From an optimization exercise on the open Yosys and OpenROAD flow, aimed at small area; shortcuts taken in it are not production practice. In this exercise RTL edits were held to simulation tests only and were not proved equivalent to the original. No activity file was given, so power comes from the tool's default toggle rates.

## clint_top
module clint_top (
  input  logic        clk,
  input  logic        rst_n,
  input  logic [31:0] AXI_AWADDR,
  input  logic        AXI_AWVALID,
  output logic        AXI_AWREADY,
  input  logic [31:0] AXI_WDATA,
  input  logic [3:0]  AXI_WSTRB,
  input  logic        AXI_WVALID,
  output logic        AXI_WREADY,
  output logic [1:0]  AXI_BRESP,
  output logic        AXI_BVALID,
  input  logic        AXI_BREADY,
  input  logic [31:0] AXI_ARADDR,
  input  logic        AXI_ARVALID,
  output logic        AXI_ARREADY,
  output logic [31:0] AXI_RDATA,
  output logic [1:0]  AXI_RRESP,
  output logic        AXI_RVALID,
  input  logic        AXI_RREADY,
  output logic [7:0]  hart_swi,
  output logic [7:0]  hart_timeri
);
For scale: roughly 2400 cells after synthesis, roughly 630 flip-flops, ~160 I/O pins, about 29000 sq um of cells after synthesis.
==> flow/config.mk <==
export PLATFORM = sky130hd
export DESIGN_NAME = clint_top
export DESIGN_NICKNAME = clint_top
export VERILOG_FILES = /design/flow/design.v
export SDC_FILE = /design/flow/constraint.sdc
export NUM_CORES = 4
export LEC_CHECK = 0
export CAP_MARGIN = 10
export CORE_MARGIN = 2
export CORE_UTILIZATION = 45
export GPL_TIMING_DRIVEN = 0
export SLEW_MARGIN = 10
==> flow/constraint.sdc <==
create_clock -name core_clock -period 5.0 [get_ports {clk}]
set_input_delay 1.0000 -clock core_clock [delete_from_list [all_inputs] [get_ports {clk}]]
set_output_delay 1.0000 -clock core_clock [all_outputs]
set_load 0.01 [all_outputs]
standard.sh (not shown) runs the stock make flow with config.mk's settings and CLKGATE_MAP_FILE= SYNTH_SCRIPT=/design/flow/synth_recipe.tcl, a recipe that flattens the netlist after the stock synthesis.
==> flow/flow/run.sh <==
#!/bin/bash
# Layout flow: the standard ORFS flow (standard.sh) with these changes.
#  1. Synthesis is the standard flow's synthesis script unchanged except that ABC maps the combinational
#     logic with flow/abc_area.script (area-oriented mapping). Registers are mapped by the
#     standard steps before ABC runs, so they are the same as in the standard synthesis.
#  2. Port buffers use the smallest buffer cell (sky130_fd_sc_hd__buf_1).
#  3. Clock-tree synthesis clusters more sinks per buffer (clkbuf_16 only) and inserts no dummy
#     loads.
#  4. Buffers from synthesis are removed at floorplan (the ABC script inserts none anyway).
# Each tool's full output goes to the ORFS logs under orfs/logs and to flow_make.log here.
set -euo pipefail
W=$PWD
mkdir -p mysynth
sed 's#^\( *\)log_cmd abc {\*}\$abc_args#\1log_cmd abc {*}[lreplace $abc_args 1 1 '"$W"'/flow/abc_area.script]#' \
  "$FLOW_HOME/scripts/synth.tcl" > mysynth/synth.tcl
grep -q 'flow/abc_area.script' mysynth/synth.tcl
sed "s#\$::env(SCRIPTS_DIR)/synth.tcl#$W/mysynth/synth.tcl#" synth_recipe.tcl > mysynth/synth_recipe.tcl
grep -q 'mysynth/synth.tcl' mysynth/synth_recipe.tcl
sed "s#SYNTH_SCRIPT=[^ ]*#SYNTH_SCRIPT=$W/mysynth/synth_recipe.tcl#" standard.sh > mysynth/standard.sh
grep -q 'mysynth/synth_recipe.tcl' mysynth/standard.sh
export BUFFER_PORTS_ARGS="-buffer_cell sky130_fd_sc_hd__buf_1"
export CTS_ARGS="-sink_clustering_enable -repair_clock_nets -dont_use_dummy_load -sink_clustering_size 20 -sink_clustering_max_diameter 80 -buf_list {sky130_fd_sc_hd__clkbuf_16}"
export REMOVE_ABC_BUFFERS=1
bash mysynth/standard.sh > flow_make.log 2>&1
==> flow/flow/abc_area.script <==
&get -n
&st
&dch -f
&nf -p -a -F 8 -A 4
&put
topo
stime -c
upsize -c
dnsize -c
Then changed:
==> flow/flow/run.sh (replaced) <==
#!/bin/bash
# Layout flow: the standard ORFS flow (standard.sh) with three changes.
#  1. Synthesis is the standard flow's synthesis script unchanged except that ABC maps the combinational
#     logic with flow/abc_area.script (area-oriented mapping). Registers are mapped by the
#     standard steps before ABC runs, so they are the same as in the standard synthesis.
#  2. Port buffers use the smallest buffer cell (sky130_fd_sc_hd__buf_1).
#  3. Clock-tree synthesis clusters more sinks per buffer and inserts no dummy loads.
# Each tool's full output goes to the ORFS logs under orfs/logs and to flow_make.log here.
set -euo pipefail
W=$PWD
mkdir -p mysynth
sed 's#^\( *\)log_cmd abc {\*}\$abc_args#\1log_cmd abc {*}[lreplace $abc_args 1 1 '"$W"'/flow/abc_area.script]#' \
  "$FLOW_HOME/scripts/synth.tcl" > mysynth/synth.tcl
grep -q 'flow/abc_area.script' mysynth/synth.tcl
sed "s#\$::env(SCRIPTS_DIR)/synth.tcl#$W/mysynth/synth.tcl#" synth_recipe.tcl > mysynth/synth_recipe.tcl
grep -q 'mysynth/synth.tcl' mysynth/synth_recipe.tcl
sed "s#SYNTH_SCRIPT=[^ ]*#SYNTH_SCRIPT=$W/mysynth/synth_recipe.tcl#" standard.sh > mysynth/standard.sh
grep -q 'mysynth/synth_recipe.tcl' mysynth/standard.sh
export BUFFER_PORTS_ARGS="-buffer_cell sky130_fd_sc_hd__buf_1"
export CTS_ARGS="-sink_clustering_enable -repair_clock_nets -dont_use_dummy_load -sink_clustering_size 20 -sink_clustering_max_diameter 80 -buf_list {sky130_fd_sc_hd__clkbuf_8 sky130_fd_sc_hd__clkbuf_16}"
bash mysynth/standard.sh > flow_make.log 2>&1
==> flow/flow/abc_area.script (replaced) <==
&get -n
&st
&dch -f
&nf -p -a -F 8 -A 4
&put
buffer -c
topo
stime -c
upsize -c
dnsize -c
--- a/flow/config.mk
+++ b/flow/config.mk
@@ -6,7 +6,6 @@
 export NUM_CORES = 4
 export LEC_CHECK = 0
-export CAP_MARGIN = 10
+export CAP_MARGIN = 20
 export CORE_MARGIN = 2
 export CORE_UTILIZATION = 45
-export GPL_TIMING_DRIVEN = 0
-export SLEW_MARGIN = 10
+export SLEW_MARGIN = 20
What happened: Core utilization falls by 0.95 points. Final area climbs slightly. Synthesized area went up by a few percent. Die area went up by a few percent. Via count rose by a few percent. Wire length grows by a few percent. Final cell count came out higher by a few percent. Power increases slightly. First-iteration DRC count rises by a quarter to a third. Clock-buffer cell count went down by 1. Register-to-register slack gets better by 420 ps.
Then changed:
--- a/flow/flow/run.sh
+++ b/flow/flow/run.sh
@@ -1,9 +1,11 @@
 #!/bin/bash
-# Layout flow: the standard ORFS flow (standard.sh) with three changes.
+# Layout flow: the standard ORFS flow (standard.sh) with these changes.
 #  1. Synthesis is the standard flow's synthesis script unchanged except that ABC maps the combinational
 #     logic with flow/abc_area.script (area-oriented mapping). Registers are mapped by the
 #     standard steps before ABC runs, so they are the same as in the standard synthesis.
 #  2. Port buffers use the smallest buffer cell (sky130_fd_sc_hd__buf_1).
-#  3. Clock-tree synthesis clusters more sinks per buffer and inserts no dummy loads.
+#  3. Clock-tree synthesis clusters more sinks per buffer (clkbuf_16 only) and inserts no dummy
+#     loads.
+#  4. Buffers from synthesis are removed at floorplan (the ABC script inserts none anyway).
 # Each tool's full output goes to the ORFS logs under orfs/logs and to flow_make.log here.
 set -euo pipefail
@@ -18,4 +20,5 @@
 grep -q 'mysynth/synth_recipe.tcl' mysynth/standard.sh
 export BUFFER_PORTS_ARGS="-buffer_cell sky130_fd_sc_hd__buf_1"
-export CTS_ARGS="-sink_clustering_enable -repair_clock_nets -dont_use_dummy_load -sink_clustering_size 20 -sink_clustering_max_diameter 80 -buf_list {sky130_fd_sc_hd__clkbuf_8 sky130_fd_sc_hd__clkbuf_16}"
+export CTS_ARGS="-sink_clustering_enable -repair_clock_nets -dont_use_dummy_load -sink_clustering_size 20 -sink_clustering_max_diameter 80 -buf_list {sky130_fd_sc_hd__clkbuf_16}"
+export REMOVE_ABC_BUFFERS=1
 bash mysynth/standard.sh > flow_make.log 2>&1
==> flow/flow/abc_area.script (replaced) <==
&get -n
&st
&dch -f
&nf -p -a -F 8 -A 4
&put
topo
stime -c
upsize -c
dnsize -c
--- a/flow/config.mk
+++ b/flow/config.mk
@@ -9,3 +9,4 @@
 export CORE_MARGIN = 2
 export CORE_UTILIZATION = 45
+export GPL_TIMING_DRIVEN = 0
 export SLEW_MARGIN = 20
Result: Non-clock buffer count came out lower by 137; clock skew decreases by 27 ps; worst setup slack is worse by 390 ps; cell area is lower by 1.7%; sequential power rises by about 1%; maximum frequency went down by 8.0%; sequential cell count is unchanged; sequential share of layout area goes up by 0.95 points; utilization climbs by 0.84 points; critical path depth is lower by 1; die area fell by 2.4%.
Then changed:
==> flow/run.sh (new file) <==
#!/bin/bash
# synth_recipe.tcl (not shown) runs the flow's synth.tcl, then flattens the netlist and writes it again
# the make line also repeats each setting of config.mk as NAME=value (left out here)
make -C /OpenROAD-flow-scripts/flow DESIGN_CONFIG=/design/flow/config.mk WORK_HOME=/design/flow/orfs CLKGATE_MAP_FILE= SYNTH_SCRIPT=/design/flow/synth_recipe.tcl finish
--- a/flow/config.mk
+++ b/flow/config.mk
@@ -9,4 +9,6 @@
 export CORE_MARGIN = 2
 export CORE_UTILIZATION = 45
-export GPL_TIMING_DRIVEN = 0
+export CTS_BUF_LIST = sky130_fd_sc_hd__clkbuf_8 sky130_fd_sc_hd__clkbuf_16
+export CTS_CLUSTER_DIAMETER = 80
+export CTS_CLUSTER_SIZE = 20
 export SLEW_MARGIN = 20
removed: flow/flow/run.sh
removed: flow/flow/abc_area.script
removed: flow/standard.sh
The changed run completed without violations. First-iteration DRC count grows by well over a third. Sequential cell count does not change. Cell count grows by a quarter to a third. Worst setup slack is better by 630 ps. Register-to-register slack gains 630 ps. Fmax rises by about a fifth. Non-clock buffer count rises by 193.
Then changed:
==> flow/flow/run.sh (new file) <==
#!/bin/bash
# Layout flow: the standard ORFS flow (standard.sh) with these changes.
#  1. Synthesis is the standard flow's synthesis script unchanged except that ABC maps the combinational
#     logic with flow/abc_area.script (area-oriented mapping). Registers are mapped by the
#     standard steps before ABC runs, so they are the same as in the standard synthesis.
#  2. Port buffers use the smallest buffer cell (sky130_fd_sc_hd__buf_1).
#  3. Clock-tree synthesis clusters more sinks per buffer (clkbuf_16 only) and inserts no dummy
#     loads.
#  4. Buffers from synthesis are removed at floorplan (the ABC script inserts none anyway).
#  5. Timing-driven global placement keeps none of its trial resizing.
# Each tool's full output goes to the ORFS logs under orfs/logs and to flow_make.log here.
set -euo pipefail
W=$PWD
mkdir -p mysynth
sed 's#^\( *\)log_cmd abc {\*}\$abc_args#\1log_cmd abc {*}[lreplace $abc_args 1 1 '"$W"'/flow/abc_area.script]#' \
  "$FLOW_HOME/scripts/synth.tcl" > mysynth/synth.tcl
grep -q 'flow/abc_area.script' mysynth/synth.tcl
sed "s#\$::env(SCRIPTS_DIR)/synth.tcl#$W/mysynth/synth.tcl#" synth_recipe.tcl > mysynth/synth_recipe.tcl
grep -q 'mysynth/synth.tcl' mysynth/synth_recipe.tcl
sed "s#SYNTH_SCRIPT=[^ ]*#SYNTH_SCRIPT=$W/mysynth/synth_recipe.tcl#" standard.sh > mysynth/standard.sh
grep -q 'mysynth/synth_recipe.tcl' mysynth/standard.sh
export BUFFER_PORTS_ARGS="-buffer_cell sky130_fd_sc_hd__buf_1"
export CTS_ARGS="-sink_clustering_enable -repair_clock_nets -dont_use_dummy_load -sink_clustering_size 20 -sink_clustering_max_diameter 80 -buf_list {sky130_fd_sc_hd__clkbuf_16}"
export REMOVE_ABC_BUFFERS=1
# Timing-driven global placement guides placement only; its trial buffers are not kept.
export GPL_KEEP_OVERFLOW=0
bash mysynth/standard.sh > flow_make.log 2>&1
==> flow/flow/abc_area.script (new file) <==
&get -n
&st
&dch -f
&nf -p -a -F 8 -A 4
&put
topo
stime -c
upsize -c
dnsize -c
==> flow/standard.sh (new file) <==
#!/bin/bash
# synth_recipe.tcl (not shown) runs the flow's synth.tcl, then flattens the netlist and writes it again
# the make line also repeats each setting of config.mk as NAME=value (left out here)
make -C /OpenROAD-flow-scripts/flow DESIGN_CONFIG=/design/flow/config.mk WORK_HOME=/design/flow/orfs CLKGATE_MAP_FILE= SYNTH_SCRIPT=/design/flow/synth_recipe.tcl "${@:-finish}"
--- a/flow/config.mk
+++ b/flow/config.mk
@@ -9,6 +9,3 @@
 export CORE_MARGIN = 2
 export CORE_UTILIZATION = 45
-export CTS_BUF_LIST = sky130_fd_sc_hd__clkbuf_8 sky130_fd_sc_hd__clkbuf_16
-export CTS_CLUSTER_DIAMETER = 80
-export CTS_CLUSTER_SIZE = 20
 export SLEW_MARGIN = 20
removed: flow/run.sh
What happened: The new run completed without violations. Flip-flop and latch count stays the same. Worst hold slack is better by 15 ps. Setup slack is worse by 590 ps. Cell count shrinks by 19%. Cell area shrinks by 13%. Wire length shrinks by 17%. Total power shrinks by 3.3%. Clock power shrinks by 20%. Maximum frequency shrinks by 12%.

==> afterwards: timing with drivers on the ports <==
In the flow no input, the clock included, has a driving cell. The finished layouts below were timed again as built, in two steps.
Step 1 sets driving cells, clkbuf_16 on the clock port and buf_2 on the other inputs (assumed; they add their load-dependent delay and slew).
Step 2 times the ports against the registers' clock, not the clock port: input delays grow and output delays shrink by t, the midpoint of the rising clock arrivals with the driver on.
a / b / c = no drivers / after step 1 / after step 2; a / b = the first two.
run | shift t [ns] | setup slack, ns | clock arrival spread, ns | worst slew at a driven data input, ns
the first run | 0.652 | 0.144 / 0.144 / -0.013 | 0.051 / 0.050 | 0.07
the second run | 0.657 | 0.563 / 0.563 / 0.420 | 0.077 / 0.077 | 0.09
the third run | 0.653 | 0.177 / 0.177 / -0.141 | 0.046 / 0.047 | 0.06
the fourth run | 0.678 | 0.806 / 0.806 / 0.372 | 0.032 / 0.032 | 0.04
the fifth run | 0.649 | 0.221 / 0.221 / -0.170 | 0.057 / 0.057 | 0.06
Met with ideal ports but missed after step 2: setup timing in the first run, the third run and the fifth run. For the fourth run, which loses most, drivers alone change the setup slack by 0.000 ns; drivers and shift together by -0.434 ns.
